Source: an optimization exercise on an open RTL-to-GDS flow (aim: small area). Production flows keep margins and buffers that such runs may drop.
In this exercise RTL edits were held to simulation tests only and were not proved equivalent to the original.
Power and IR drop assume default switching activity.

[flow/design.v]
`default_nettype none
package speech_fe_pkg;
    typedef logic signed [15:0] sample_t;
    typedef logic [$clog2(4)-1:0] chan_t;
    typedef logic [$clog2(32)-1:0] idx_t;
    typedef struct packed {
        chan_t   chan;
        sample_t sample;
    } in_sample_s;
    typedef struct packed {
        chan_t   chan;
        idx_t    index;
        logic    last;
        sample_t sample;
    } win_sample_s;
    function automatic sample_t hamming_coef(input int k);
        case (k)
            0: hamming_coef = 16'sh0A3D;
            1: hamming_coef = 16'sh0B72;
            2: hamming_coef = 16'sh0F03;
            3: hamming_coef = 16'sh14CB;
            4: hamming_coef = 16'sh1C8E;
            5: hamming_coef = 16'sh25F9;
            6: hamming_coef = 16'sh30AB;
            7: hamming_coef = 16'sh3C34;
            8: hamming_coef = 16'sh481A;
            9: hamming_coef = 16'sh53E0;
            10: hamming_coef = 16'sh5F0C;
            11: hamming_coef = 16'sh6928;
            12: hamming_coef = 16'sh71CB;
            13: hamming_coef = 16'sh7899;
            14: hamming_coef = 16'sh7D4C;
            15: hamming_coef = 16'sh7FB2;
            16: hamming_coef = 16'sh7FB2;
            17: hamming_coef = 16'sh7D4C;
            18: hamming_coef = 16'sh7899;
            19: hamming_coef = 16'sh71CB;
            20: hamming_coef = 16'sh6928;
            21: hamming_coef = 16'sh5F0C;
            22: hamming_coef = 16'sh53E0;
            23: hamming_coef = 16'sh481A;
            24: hamming_coef = 16'sh3C34;
            25: hamming_coef = 16'sh30AB;
            26: hamming_coef = 16'sh25F9;
            27: hamming_coef = 16'sh1C8E;
            28: hamming_coef = 16'sh14CB;
            29: hamming_coef = 16'sh0F03;
            30: hamming_coef = 16'sh0B72;
            31: hamming_coef = 16'sh0A3D;
            default: hamming_coef = '0;
        endcase
    endfunction
endpackage
`default_nettype wire
`default_nettype none
module sample_router #(
    localparam int CH_W = $clog2(4)
) (
    input  logic                 clk,
    input  logic                 rst_n,
    input  logic                 in_valid,
    input  logic [CH_W+15:0]     in_data,
    output logic                 wr_valid,
    output logic [CH_W-1:0]      wr_chan,
    output logic signed [15:0]   wr_sample
);
    always_ff @(posedge clk or negedge rst_n) begin
        if (!rst_n) begin
            wr_valid <= 1'b0;
        end else begin
            wr_valid <= in_valid;
        end
    end
    always_ff @(posedge clk) begin
        wr_chan   <= in_data[CH_W+15:16];
        wr_sample <= in_data[15:0];
    end
endmodule
`default_nettype wire
`default_nettype none
module frame_lane (
    input  logic                clk,
    input  logic                rst_n,
    input  logic                wr,
    input  logic signed [15:0]  wr_y,
    input  logic                rd_busy,      
    input  logic                grant,        
    input  logic                rd_sel,       
    input  logic [4:0]          rd_k,         
    output logic [15:0]         rd_y,         
    output logic                frame_ready,
    output logic                overrun
);
    logic [15:0] ring [0:63];
    logic [5:0]  rd_addr;
    logic [15:0] rd_terms [0:63];
    logic [5:0] wr_ptr;
    logic [1:0] base_blk;
    logic       first_done;
    logic       frame_done;
    logic       accept;
    assign frame_done = wr && (wr_ptr[3:0] == 4'hF) && (first_done || wr_ptr[4]);
    assign accept     = frame_done && !frame_ready && !rd_busy;
    always_ff @(posedge clk or negedge rst_n) begin
        if (!rst_n) begin
            wr_ptr     <= '0;
            first_done <= 1'b0;
        end else if (wr) begin
            wr_ptr <= wr_ptr + 1'b1;
            if (frame_done) begin
                first_done <= 1'b1;
            end
        end
    end
    for (genvar e = 0; e < 64; e++) begin : g_ent
        always_ff @(posedge clk) begin
            if (wr && (wr_ptr == 6'(e))) begin
                ring[e] <= wr_y;
            end
        end
        assign rd_terms[e] = ring[e] & {16{rd_sel && (rd_addr == 6'(e))}};
    end
    always_ff @(posedge clk) begin
        if (accept) begin
            base_blk <= wr_ptr[5:4] - 2'd1;
        end
    end
    always_ff @(posedge clk or negedge rst_n) begin
        if (!rst_n) begin
            frame_ready <= 1'b0;
            overrun     <= 1'b0;
        end else begin
            if (accept) begin
                frame_ready <= 1'b1;
            end else if (grant) begin
                frame_ready <= 1'b0;
            end
            if (frame_done && (frame_ready || rd_busy)) begin
                overrun <= 1'b1;
            end
        end
    end
    assign rd_addr = {base_blk + {1'b0, rd_k[4]}, rd_k[3:0]};
    always_comb begin
        rd_y = '0;
        for (int e = 0; e < 64; e++) begin
            rd_y = rd_y | rd_terms[e];
        end
    end
endmodule
`default_nettype wire
`default_nettype none
module frame_arbiter #(
    localparam int N     = 4,
    localparam int CH_W  = $clog2(4),
    localparam int IDX_W = $clog2(32)
) (
    input  logic                    clk,
    input  logic                    rst_n,
    input  logic [N-1:0]            frame_ready,
    output logic [N-1:0]            grant,
    output logic [N-1:0]            rd_busy,
    output logic [N-1:0]            rd_sel,
    output logic [IDX_W-1:0]        rd_k,
    input  logic [N*16-1:0]         rd_y,
    output logic                    out_valid,
    output logic [CH_W+IDX_W+16:0]  out_data
);
    logic                   g;           
    logic                   rd_valid;    
    logic [CH_W-1:0]        cur;
    logic [IDX_W-1:0]       cnt;         
    logic [CH_W-1:0]        pick;
    logic                   found;
    logic                   busy;
    logic                   start;
    logic [15:0]            ysel;
    logic signed [15:0]     yreg;
    logic signed [15:0]     coef;
    logic signed [31:0]     prod;
    logic [15:0]            osample;
    always_comb begin
        pick  = cur;
        found = 1'b0;
        for (int i = 1; i <= N; i++) begin
            if (!found && frame_ready[CH_W'(int'(cur) + i)]) begin
                pick  = CH_W'(int'(cur) + i);
                found = 1'b1;
            end
        end
    end
    assign busy  = g || rd_valid;
    assign start = !busy && found;
    always_ff @(posedge clk or negedge rst_n) begin
        if (!rst_n) begin
            g         <= 1'b0;
            rd_valid  <= 1'b0;
            cur       <= CH_W'(N - 1);
            out_valid <= 1'b0;
        end else begin
            g         <= start;
            out_valid <= rd_valid;
            if (start) begin
                cur <= pick;
            end
            if (rd_valid && (cnt == IDX_W'(32 - 1))) begin
                rd_valid <= 1'b0;
            end else if (g) begin
                rd_valid <= 1'b1;
            end
        end
    end
    always_ff @(posedge clk) begin
        if (start) begin
            cnt <= IDX_W'(32 - 1);
        end else if (busy) begin
            cnt <= cnt + 1'b1;
        end
    end
    for (genvar i = 0; i < N; i++) begin : g_sel
        assign grant[i]   = g && (cur == CH_W'(i));
        assign rd_busy[i] = rd_valid && (cur == CH_W'(i));
        assign rd_sel[i]  = (cur == CH_W'(i));
    end
    assign rd_k = cnt + 1'b1;
    assign coef = speech_fe_pkg::hamming_coef(int'(cnt));
    assign prod = yreg * coef;
    always_comb begin
        ysel = '0;
        for (int i = 0; i < N; i++) begin
            ysel = ysel | rd_y[i*16 +: 16];
        end
    end
    always_ff @(posedge clk) begin
        yreg    <= ysel;
        osample <= prod[30:15];
    end
    assign out_data = {cur, cnt - 1'b1, cnt == '0, osample};
endmodule
`default_nettype wire
`default_nettype none
module speech_fe_top (
    input  logic                        clk,
    input  logic                        rst_n,
    input  logic                        in_valid,
    input  logic [$clog2(4)+15:0] in_data,
    output logic                        out_valid,
    output logic [$clog2(4)+$clog2(32)+16:0] out_data,
    output logic [4-1:0]     overrun
);
    localparam int N     = 4;
    localparam int CH_W  = $clog2(4);
    localparam int IDX_W = $clog2(32);
    logic                 wr_valid;
    logic [CH_W-1:0]      wr_chan;
    logic signed [15:0]   wr_sample;
    logic [N-1:0]         lane_wr;
    logic [N-1:0]         frame_ready;
    logic [N-1:0]         grant;
    logic [N-1:0]         rd_busy;
    logic [N-1:0]         rd_sel;
    logic [IDX_W-1:0]     rd_k;
    logic [N*16-1:0]      rd_y;
    logic signed [15:0]   prev [0:N-1];
    logic signed [15:0]   xp;
    logic signed [31:0]   pe_prod;
    logic signed [16:0]   pe_diff;
    logic signed [15:0]   pe_out;
    sample_router u_router (
        .clk       (clk),
        .rst_n     (rst_n),
        .in_valid  (in_valid),
        .in_data   (in_data),
        .wr_valid  (wr_valid),
        .wr_chan   (wr_chan),
        .wr_sample (wr_sample)
    );
    for (genvar i = 0; i < N; i++) begin : g_wr
        assign lane_wr[i] = wr_valid && (wr_chan == CH_W'(i));
        always_ff @(posedge clk or negedge rst_n) begin
            if (!rst_n) begin
                prev[i] <= '0;
            end else if (lane_wr[i]) begin
                prev[i] <= wr_sample;
            end
        end
    end
    assign xp      = prev[wr_chan];
    assign pe_prod = ({{16{xp[15]}}, xp} <<< 15) - ({{16{xp[15]}}, xp} <<< 10)
                   + ({{16{xp[15]}}, xp} <<< 5) + ({{16{xp[15]}}, xp} <<< 3)
                   + {{16{xp[15]}}, xp};
    assign pe_diff = {wr_sample[15], wr_sample} - pe_prod[31:15];
    always_comb begin
        if (pe_diff[16] != pe_diff[15]) begin
            pe_out = pe_diff[16] ? 16'sh8000 : 16'sh7FFF;
        end else begin
            pe_out = pe_diff[15:0];
        end
    end
    for (genvar i = 0; i < N; i++) begin : g_lane
        frame_lane u_lane (
            .clk         (clk),
            .rst_n       (rst_n),
            .wr          (lane_wr[i]),
            .wr_y        (pe_out),
            .rd_busy     (rd_busy[i]),
            .rd_sel      (rd_sel[i]),
            .grant       (grant[i]),
            .rd_k        (rd_k),
            .rd_y        (rd_y[i*16 +: 16]),
            .frame_ready (frame_ready[i]),
            .overrun     (overrun[i])
        );
    end
    frame_arbiter u_arbiter (
        .clk         (clk),
        .rst_n       (rst_n),
        .frame_ready (frame_ready),
        .grant       (grant),
        .rd_busy     (rd_busy),
        .rd_sel      (rd_sel),
        .rd_k        (rd_k),
        .rd_y        (rd_y),
        .out_valid   (out_valid),
        .out_data    (out_data)
    );
endmodule
`default_nettype wire
[flow/run.sh]
#!/bin/bash
# synth_recipe.tcl (not shown) runs the flow's synth.tcl, then flattens the netlist and writes it again
# the make line also repeats each setting of config.mk as NAME=value (left out here)
make -C /OpenROAD-flow-scripts/flow DESIGN_CONFIG=/design/flow/config.mk WORK_HOME=/design/flow/orfs CLKGATE_MAP_FILE= SYNTH_SCRIPT=/design/flow/synth_recipe.tcl finish
[flow/config.mk]
export PLATFORM = sky130hd
export DESIGN_NAME = speech_fe_top
export DESIGN_NICKNAME = speech_fe_top
export VERILOG_FILES = /design/flow/design.v
export SDC_FILE = /design/flow/constraint.sdc
export NUM_CORES = 4
export LEC_CHECK = 0
export CAP_MARGIN = 20
export CORE_MARGIN = 2
export CORE_UTILIZATION = 60
export CTS_BUF_LIST = sky130_fd_sc_hd__clkbuf_8
export PLACE_DENSITY = 0.72
export SLEW_MARGIN = 20
[flow/constraint.sdc]
create_clock -name core_clock -period 12.5 [get_ports {clk}]
set_input_delay 2.5000 -clock core_clock [delete_from_list [all_inputs] [get_ports {clk}]]
set_output_delay 2.5000 -clock core_clock [all_outputs]
set_load 0.01 [all_outputs]
==> flow_metrics.py <==
metrics = {
    "cts": {
        "cts_hold_buf": 0,
        "cts_buffer_depth": 4,
        "cts_buffers": 665,
        "root_buffer": "clkbuf_8",
        "cts_resized": 0,
        "cts_setup_buffers": 0,
        "h-tree-depth": 6,
        "cts_sinks": 4280,
    },
    "floorplanning": {
        "ios": 50,
        "rows": 195,
        "initial_utilization": 0.605,
        "die_h_um": 538,
        "die_x_um": 538,
    },
    "synth": {
        "syn-instance-count": 10609,
        "synth-edff-count": 4104,
        "synth-main-ff-cell": "edfxtp_1",
        "ys_async_sr_fraction": 0.0248,
        "synth_area_leader_cell": "edfxtp_1",
        "yosys.cell_types.count": 90,
        "synth_top_area_frac": 0.721,
        "synth_area_leaders": "edfxtp_1 (72%), a22oi_1 (5.7%), fa_1 (3.2%), ha_1 (1.7%), dfrtp_1 (1.5%)",
        "synth.net_count": 11131,
        "synth_most_common_cell": "edfxtp_1",
        "synth-seq-cells": 4280,
        "syn-mean-instance-area_um2": 16.1,
        "synth_area_um2": 171000,
        "yosysSeqAreaShare": 0.745,
        "ys_top_cells_by_count": "edfxtp_1 (4104), a22oi_1 (1287), nand2_1 (615)",
        "ys_warn_count": 7,
    },
    "outcome": {
        "lastStage": "global routing",
        "status": "aborted with a tool error",
        "error": "[ERROR GRT-0116] Global routing finished with congestion. Check the congestion regions in the DRC Viewer.",
    },
    "placed_design": {
        "dp.final_hpwl_um": 727000,
        "dp_cells": 14737,
        "port_buffers": 49,
        "routabilityCongestion": 1.30,
    },
    "global_route": {
        "grt_overflow": 67,
        "grtUsageTotal": 0.818,
        "grt_max_degree": 186,
        "grt_pass1_vias": 140287,
        "grt_pass1_wl_um": 1510000,
    },
}
power groups by stage:
stage	combinational (W)	clock [W]	sequential, W
after detailed placement	0.0661	0	0.0530
after floorplan	0.0202	0	0.0275
after CTS	0.0661	0.0112	0.0527
after global placement	0.0628	0	0.0529
stage by stage:
| stage | cell area, um^2 | total power (W) | setup slack [ns] | hold slack [ns] | util |
|---|---|---|---|---|---|
| floorplan | 171000 | 0.0476 | 1.10 | 0.423 | - |
| global placement | 184000 | 0.116 | 1.91 | 0.434 | 0.650 |
| detailed placement | 184000 | 0.119 | 2.04 | 0.439 | 0.651 |
| CTS | 196000 | 0.130 | 1.98 | 0.452 | 0.695 |
logic make-up after synthesis:
family | count (synthesis) | share of synthesized area
fa+ha+maj | 516 | 0.0495
xor+xnor | 94 | 0.00486
mux | 40 | 0.00386
flops | 4280 | 0.745
simple gates | 2375 | 0.0692
buf+inv | 903 | 0.0204
compound gates | 2401 | 0.108
worst max-delay path by stage:
stage	start	endpoint	slack [ns]	cells past startpoint
floorplan	u_router.wr_chan[1]$_DFF_P_	g_lane[0].u_lane.ring[0][10]$_DFFE_PP_	1.10	28
global placement	u_router.wr_chan[1]$_DFF_P_	g_lane[2].u_lane.ring[13][12]$_DFFE_PP_	1.91	25
detailed placement	u_router.wr_chan[1]$_DFF_P_	g_lane[0].u_lane.ring[40][12]$_DFFE_PP_	2.04	25
CTS	u_router.wr_chan[1]$_DFF_P_	g_lane[0].u_lane.ring[29][12]$_DFFE_PP_	1.98	25
metal layers:
| layer | overflow | GRT usage |
|---|---|---|
| met5 | 2 | 0.631 |
| met2 | 31 | 0.900 |
| met4 | 25 | 0.749 |
| met1 | 5 | 0.833 |
| met3 | 4 | 0.756 |
